Context: an optimization exercise on an open-source flow, tuned for small area, a short achievable clock period and few clock cycles. The choices shown serve that exercise and are no tape-out recipe.
In this exercise RTL edits were held to simulation tests only and were not proved equivalent to the original.
Power figures rest on the tool's default switching activity, not on a simulated workload.

==> xenon: inputs <==
==> flow/design.v <==
module scu_top (
   input  logic        clock,
   input  logic        reset,
   input  logic        req_valid,
   output logic        req_stall,
   input  logic [2:0]  req_kind,
   input  logic [47:0] req_a,
   input  logic [47:0] req_b,
   output logic        rsp_valid,
   input  logic        rsp_stall,
   output logic [47:0] rsp_value,
   output logic [1:0]  rsp_status
);
   localparam logic [2:0] S_IDLE = 3'd0, S_MUL = 3'd1, S_MFIN = 3'd2, S_DEXEC = 3'd3,
                          S_DIV  = 3'd4, S_DFIN = 3'd5, S_PFIN = 3'd6, S_EXEC = 3'd7;
   localparam logic [47:0] MAX_POS = 48'h7FFF_FFFF_FFFF;
   localparam logic [47:0] MIN_NEG = 48'h8000_0000_0000;
   localparam logic [47:0] ONE     = 48'h0000_0001_0000;
   localparam int K  = 9;
   localparam int ND = (48 + K - 1) / K;
   function automatic logic [4:0] top_digit(input logic [47:0] v);
      logic [ND*K-1:0] w;
      w = (ND*K)'(v);
      top_digit = '0;
      for (int i = 1; i < ND; i++) if (w[i*K +: K] != '0) top_digit = 5'(i);
   endfunction
   function automatic logic [K-1:0] dig_of(input logic [47:0] v, input logic [4:0] i);
      logic [ND*K-1:0] w;
      w = (ND*K)'(v);
      dig_of = w[i*K +: K];
   endfunction
   function automatic logic [191:0] csa(input logic [95:0] a, input logic [95:0] b,
                                        input logic [95:0] c);
      csa = {a ^ b ^ c, ((a & b) | (a & c) | (b & c)) << 1};
   endfunction
   function automatic logic [5:0] msb48(input logic [47:0] v);
      msb48 = '0;
      for (int i = 0; i < 48; i++) if (v[i]) msb48 = 6'(i);
   endfunction
   function automatic logic [28:0] fact_tab(input logic [3:0] n);
      case (n)
         4'd2:  fact_tab = 29'd2;
         4'd3:  fact_tab = 29'd6;
         4'd4:  fact_tab = 29'd24;
         4'd5:  fact_tab = 29'd120;
         4'd6:  fact_tab = 29'd720;
         4'd7:  fact_tab = 29'd5040;
         4'd8:  fact_tab = 29'd40320;
         4'd9:  fact_tab = 29'd362880;
         4'd10: fact_tab = 29'd3628800;
         4'd11: fact_tab = 29'd39916800;
         4'd12: fact_tab = 29'd479001600;
         default: fact_tab = 29'd1;
      endcase
   endfunction
   logic [2:0]   state;
   logic         is_pow;
   logic         wh;       
   logic [47:0]  ra;       
   logic [47:0]  xr;       
   logic [31:0]  rb;       
   logic         sa;       
   logic         sgn;      
   logic [47:0]  p2m;      
   logic         p2s;      
   logic         chk;      
   logic         pf_sat;   
   logic         pf_neg;
   logic         pf_prev;  
   logic         dq_sat;   
   logic         dq_zero;  
   logic         dq_div0;  
   logic [97:0]  z;        
   logic         zov;      
   logic [4:0]   cnt;
   logic [K-1:0] dg;       
   logic [47:0]  xn;       
   logic         first;
   logic         ov, sv;   
   logic [47:0]  oval, sval;
   logic [2:0]   op;
   logic [1:0]   ost, sst;
   logic         fin, take;
   logic [47:0]  ma_in, mb_in, md_in;
   logic         wh_in, ptriv_in;
   assign fin       = (state == S_EXEC || state == S_DFIN || state == S_MFIN || state == S_PFIN);
   assign req_stall = sv || !(state == S_IDLE || fin);
   assign take      = req_valid && !req_stall;
   assign ma_in     = req_a[47] ? (~req_a + 48'd1) : req_a;
   assign mb_in     = req_b[47] ? (~req_b + 48'd1) : req_b;
   assign wh_in     = (req_a[15:0] == '0);
   assign md_in     = wh_in ? {16'd0, ma_in[47:16]} : ma_in;
   assign ptriv_in  = req_b[47] || (req_b[47:17] == '0);
   logic [47:0]  ex_val;
   logic [1:0]   ex_st;
   logic         ex_cv;    
   logic         sub;
   logic [47:0]  bop, asum;
   always_comb begin
      sub    = op[0];
      bop    = sub ? ~xr : xr;
      asum   = ra + bop + {47'd0, sub};
      ex_val = ra;
      ex_st  = 2'd0;
      ex_cv  = 1'b0;
      case (op)
         3'd0, 3'd1: begin
            ex_val = asum;
            if (ra[47] == bop[47] && asum[47] != ra[47]) begin
               ex_val = ra[47] ? MIN_NEG : MAX_POS; ex_st = 2'd3;
            end
         end
         3'd4: begin
            if (ra[47] || ra[47:16] <= 32'd1) ex_val = ONE;
            else if (ra[47:16] >= 32'd13) begin
               ex_val = MAX_POS; ex_st = 2'd3;
            end else ex_val = {3'd0, fact_tab(ra[19:16]), 16'd0};
         end
         3'd5: begin
            if (rb[31] || rb == '0) ex_val = ONE;
            else                    ex_cv  = 1'b1;
         end
         3'd2, 3'd3: ;
         default: ex_st = 2'd2;
      endcase
   end
   logic         pneg, prnd, psat, pzero, peq;
   logic [63:0]  pv;       
   logic [16:0]  ph;       
   logic         ph_gt1, ph_eq1, ph_nz;
   logic [47:0]  pmag;
   always_comb begin
      pv    = wh ? {z[47:0], 16'd0} : z[63:0];
      ph    = wh ? z[63:47] : {16'd0, z[63]};
      ph_gt1 = zov || (ph[16:1] != '0);
      ph_eq1 = !zov && (ph[16:1] == '0) && ph[0];
      ph_nz  = zov || (ph != '0);
      pneg  = is_pow ? (sgn ^ sa) : sgn;
      prnd  = pneg && (pv[15:0] != '0);
      pmag  = pv[63:16] + {47'd0, prnd};
      psat  = pneg ? (ph_gt1 || (ph_eq1 && (pv[62:16] != '0 || prnd))) : ph_nz;
      pzero = (pmag == '0);
      peq   = (pmag == p2m) && ((pneg && !pzero) == p2s);
   end
   logic [47:0]     mx;
   logic [95:0]     rw [0:10];
   logic [191:0]    l1a, l1b, l1c, l2a, l2b, l3a, l3b, l4a, l5a;
   logic [63:0]     acc_n;
   logic            acc_co, zov_n;
   always_comb begin
      mx = chk ? xn : xr;
      for (int i = 0; i < K; i++) rw[i] = dg[i] ? (96'(mx) << i) : 96'd0;
      rw[9]  = (chk && prnd) ? 96'(dg) : 96'd0;
      rw[10] = first ? 96'd0 : 96'({z[63-K:0], K'(0)});
      l1a   = csa(rw[0], rw[1], rw[2]);
      l1b   = csa(rw[3], rw[4], rw[5]);
      l1c   = csa(rw[6], rw[7], rw[8]);
      l2a   = csa(l1a[191:96], l1a[95:0], l1b[191:96]);
      l2b   = csa(l1b[95:0], l1c[191:96], l1c[95:0]);
      l3a   = csa(l2a[191:96], l2a[95:0], rw[9]);
      l3b   = csa(l2b[191:96], l2b[95:0], rw[10]);
      l4a   = csa(l3a[191:96], l3a[95:0], l3b[191:96]);
      l5a   = csa(l4a[191:96], l4a[95:0], l3b[95:0]);
      {acc_co, acc_n} = {1'b0, l5a[159:96]} + {1'b0, l5a[63:0]};
      zov_n = (!first && (zov || z[63:64-K] != '0)) || acc_co ||
              (l5a[191:160] != '0) || (l5a[95:64] != '0);
   end
   logic [49:0]  dx;
   logic [50:0]  d1, d2, d3;
   always_comb begin
      dx = (state == S_DEXEC) ? {xr, 2'b00} : z[97:48];
      d1 = {1'b0, dx} - {3'b0, xr};
      d2 = {1'b0, dx} - {2'b0, xr, 1'b0};
      d3 = {1'b0, dx} - {2'b0, p2m, xr[0]};
   end
   logic [5:0]   msb_a, msb_d;
   logic [6:0]   p0;
   logic [4:0]   c;        
   logic [5:0]   sh;       
   logic         dsat_pre, dqzero;
   logic [97:0]  zinit;
   logic         qsat;
   always_comb begin
      msb_a    = msb48(ra);
      msb_d    = msb48(xr);
      dsat_pre = (xr[47:16] == '0) && (ra[47:32] >= xr[15:0]);
      dqzero   = (ra == '0) || ({1'b0, msb_a} + 7'd16 < {1'b0, msb_d});
      p0       = {1'b0, msb_a} + 7'd16 - {1'b0, msb_d};
      c        = 5'((p0 + 7'd2) >> 1);
      sh       = 6'd33 - {1'b0, c};
      zinit    = {50'd0, ra} << {sh, 1'b0};
      qsat     = (z[49:48] != '0) || (z[47] && (!sgn || z[46:0] != '0));
   end
   logic         wr;
   logic [47:0]  wr_val;
   logic [1:0]   wr_st;
   logic         pstop;    
   logic [47:0]  cv_m;
   logic         cv_n;
   always_comb begin
      wr     = 1'b0;
      wr_st  = 2'd0;
      cv_m   = pmag;
      cv_n   = pneg;
      pstop  = chk && (psat || peq || rb == 32'd2);
      case (state)
         S_EXEC: begin
            wr   = 1'b1;
            wr_st = ex_st;
            cv_m = xr;
            cv_n = sa;
         end
         S_PFIN: begin
            wr = 1'b1;
            if (pf_sat) begin
               wr_st = 2'd3; cv_n = pf_neg;
            end else if (pf_prev) begin
               cv_m = p2m; cv_n = p2s;
            end else begin
               cv_m = xr; cv_n = sgn;
            end
         end
         S_MFIN: begin
            wr = 1'b1;
            if (psat) wr_st = 2'd3;
         end
         S_DFIN: begin
            wr   = 1'b1;
            cv_m = (dq_zero || dq_div0) ? 48'd0 : z[47:0];
            cv_n = sgn;
            if (dq_div0)                           wr_st = 2'd1;
            else if (dq_sat || (qsat && !dq_zero)) wr_st = 2'd3;
         end
         default: ;
      endcase
      if (state == S_EXEC && !ex_cv) wr_val = ex_val;
      else if (wr_st == 2'd3)        wr_val = cv_n ? MIN_NEG : MAX_POS;
      else                           wr_val = cv_n ? (~cv_m + 48'd1) : cv_m;
   end
   logic         push1, pop;
   assign push1 = wr && !sv;
   assign pop   = ov && !rsp_stall;
   always_ff @(posedge clock) begin
      if (reset) begin
         state <= S_IDLE;
         ov    <= 1'b0;
         sv    <= 1'b0;
      end else begin
         if (push1) state <= S_IDLE;
         case (state)
            S_MUL: begin
               begin
                  pf_sat  <= psat;
                  pf_neg  <= pneg;
                  pf_prev <= !psat && peq && rb[0];
                  if (chk) begin
                     p2m <= xr;
                     p2s <= sgn;
                     xr  <= pmag;
                     sgn <= pneg && !pzero;
                     rb  <= rb - 32'd1;
                  end
                  z[63:0] <= acc_n;
                  zov     <= zov_n;
                  cnt     <= cnt - 5'd1;
                  if (cnt == '0) begin
                     if (is_pow) begin
                        xn    <= wh ? acc_n[47:0] : acc_n[63:16];
                        cnt   <= top_digit(ra);
                     end else begin
                        state <= S_MFIN;
                     end
                  end
                  if (pstop) state <= S_PFIN;
               end
            end
            S_DEXEC: begin
               dq_div0 <= (xr == '0);
               dq_sat  <= dsat_pre;
               dq_zero <= dqzero && !dsat_pre;
               z       <= zinit;
               p2m     <= d1[48:1];
               cnt     <= (dsat_pre || dqzero) ? 5'd0 : c - 5'd1;
               state   <= S_DIV;
            end
            S_DIV: begin
               if (!d3[50])      z <= {d3[47:0], z[47:0], 2'd3};
               else if (!d2[50]) z <= {d2[47:0], z[47:0], 2'd2};
               else if (!d1[50]) z <= {d1[47:0], z[47:0], 2'd1};
               else              z <= {dx[47:0], z[47:0], 2'd0};
               cnt <= cnt - 5'd1;
               if (cnt == '0) state <= S_DFIN;
            end
            default: ;
         endcase
         if (take) begin
            op     <= req_kind;
            ra     <= (req_kind == 3'd3) ? ma_in :
                      (req_kind == 3'd2 || req_kind == 3'd5) ? md_in : req_a;
            wh     <= wh_in;
            xr     <= (req_kind == 3'd5) ? ma_in :
                      (req_kind == 3'd2 || req_kind == 3'd3) ? mb_in : req_b;
            rb     <= req_b[47:16];
            sa     <= req_a[47];
            sgn    <= (req_kind == 3'd5) ? req_a[47] : (req_a[47] ^ req_b[47]);
            is_pow <= (req_kind == 3'd5);
            if (req_kind == 3'd5) p2m <= ONE;
            p2s    <= 1'b0;
            cnt    <= top_digit(md_in);
            if (req_kind == 3'd3)                   state <= S_DEXEC;
            else if (req_kind == 3'd2 ||
                     (req_kind == 3'd5 && !ptriv_in)) state <= S_MUL;
            else                                     state <= S_EXEC;
         end
         if (sv) begin
            if (pop) begin
               ov   <= 1'b1;
               oval <= sval;
               ost  <= sst;
               sv   <= 1'b0;
            end
         end else if (ov && !pop) begin
            if (push1) begin
               sv   <= 1'b1;
               sval <= wr_val;
               sst  <= wr_st;
            end
         end else begin
            ov <= push1;
            if (push1) begin
               oval <= wr_val;
               ost  <= wr_st;
            end
         end
      end
   end
   always_ff @(posedge clock) begin
      if (take)           dg <= dig_of(md_in, top_digit(md_in));
      else if (cnt == '0) dg <= dig_of(ra, top_digit(ra));
      else                dg <= dig_of(ra, cnt - 5'd1);
      first <= take || (state == S_MUL && cnt == '0);
      chk   <= (state == S_MUL) && (cnt == '0) && is_pow;
   end
   assign rsp_valid  = ov;
   assign rsp_value  = oval;
   assign rsp_status = ost;
endmodule
==> flow/run.sh <==
#!/bin/bash
# synth_recipe.tcl (not shown) runs the flow's synth.tcl, then flattens the netlist and writes it again
# the make line also repeats each setting of config.mk as NAME=value (left out here)
make -C /OpenROAD-flow-scripts/flow DESIGN_CONFIG=/design/flow/config.mk WORK_HOME=/design/flow/orfs CLKGATE_MAP_FILE= SYNTH_SCRIPT=/design/flow/synth_recipe.tcl finish
==> flow/config.mk <==
export PLATFORM = sky130hd
export DESIGN_NAME = scu_top
export DESIGN_NICKNAME = scu_top
export VERILOG_FILES = /design/flow/design.v
export SDC_FILE = /design/flow/constraint.sdc
export NUM_CORES = 4
export LEC_CHECK = 0
export CAP_MARGIN = 35
export CORE_MARGIN = 2
export CORE_UTILIZATION = 40
export CTS_BUF_LIST = sky130_fd_sc_hd__clkbuf_8
export CTS_CLUSTER_SIZE = 30
export SETUP_SLACK_MARGIN = 3.0
export SLEW_MARGIN = 25
==> flow/constraint.sdc <==
create_clock -name core_clock -period 10.0 [get_ports {clock}]
set_input_delay 2.0000 -clock core_clock [delete_from_list [all_inputs] [get_ports {clock}]]
set_output_delay 2.0000 -clock core_clock [all_outputs]
set_load 0.01 [all_outputs]
==> yarrow (differences from xenon) <==
--- a/flow/config.mk
+++ b/flow/config.mk
@@ -9,6 +9,4 @@
 export CORE_MARGIN = 2
 export CORE_UTILIZATION = 40
-export CTS_BUF_LIST = sky130_fd_sc_hd__clkbuf_8
-export CTS_CLUSTER_SIZE = 30
 export SETUP_SLACK_MARGIN = 3.0
 export SLEW_MARGIN = 25
==> summary of the runs <==
Non-clock buffer count: xenon is higher than yarrow (18).
Sequential power is about the same in xenon and yarrow.
Against yarrow, the critical path depth of xenon is higher by 2.
Against yarrow, the via count of xenon is larger by about 1.1%.
Worst setup slack: yarrow is worse than xenon (0.083 ns).
In yarrow the first-iteration DRC count is smaller than in xenon, by 0.75%.
Testbench counts of xenon, summed over its fixed seeds: cycles 12,421.
Testbench counts of yarrow, summed over its fixed seeds: cycles 12,421.

static timing again, ports no longer ideal:
In the flow no input, the clock included, has a driving cell. The finished layouts below were timed again as built, in two steps.
Step 1 assumes that a clkbuf_16 drives the clock port and a buf_2 every other input.
Step 2 moves the port delays by t, midway between the first and last clock arrival at a register: inputs arrive t later, outputs are due t later. That takes back most of the time a late clock gives input paths.
Three values: no drivers, after step 1, after step 2; two values: the first two.
run	shift t [ns]	setup slack, ns	hold slack, ns	worst data-port slew with drivers (ns)
xenon	0.931	2.929 / 2.929 / 2.150	0.516 / 0.516 / 0.516	0.06
yarrow	0.802	2.846 / 2.846 / 2.220	0.526 / 0.526 / 0.526	0.06
After both steps every run listed still meets setup and hold. For xenon, which loses most, drivers alone change the setup slack by 0.000 ns; drivers and shift together by -0.779 ns.
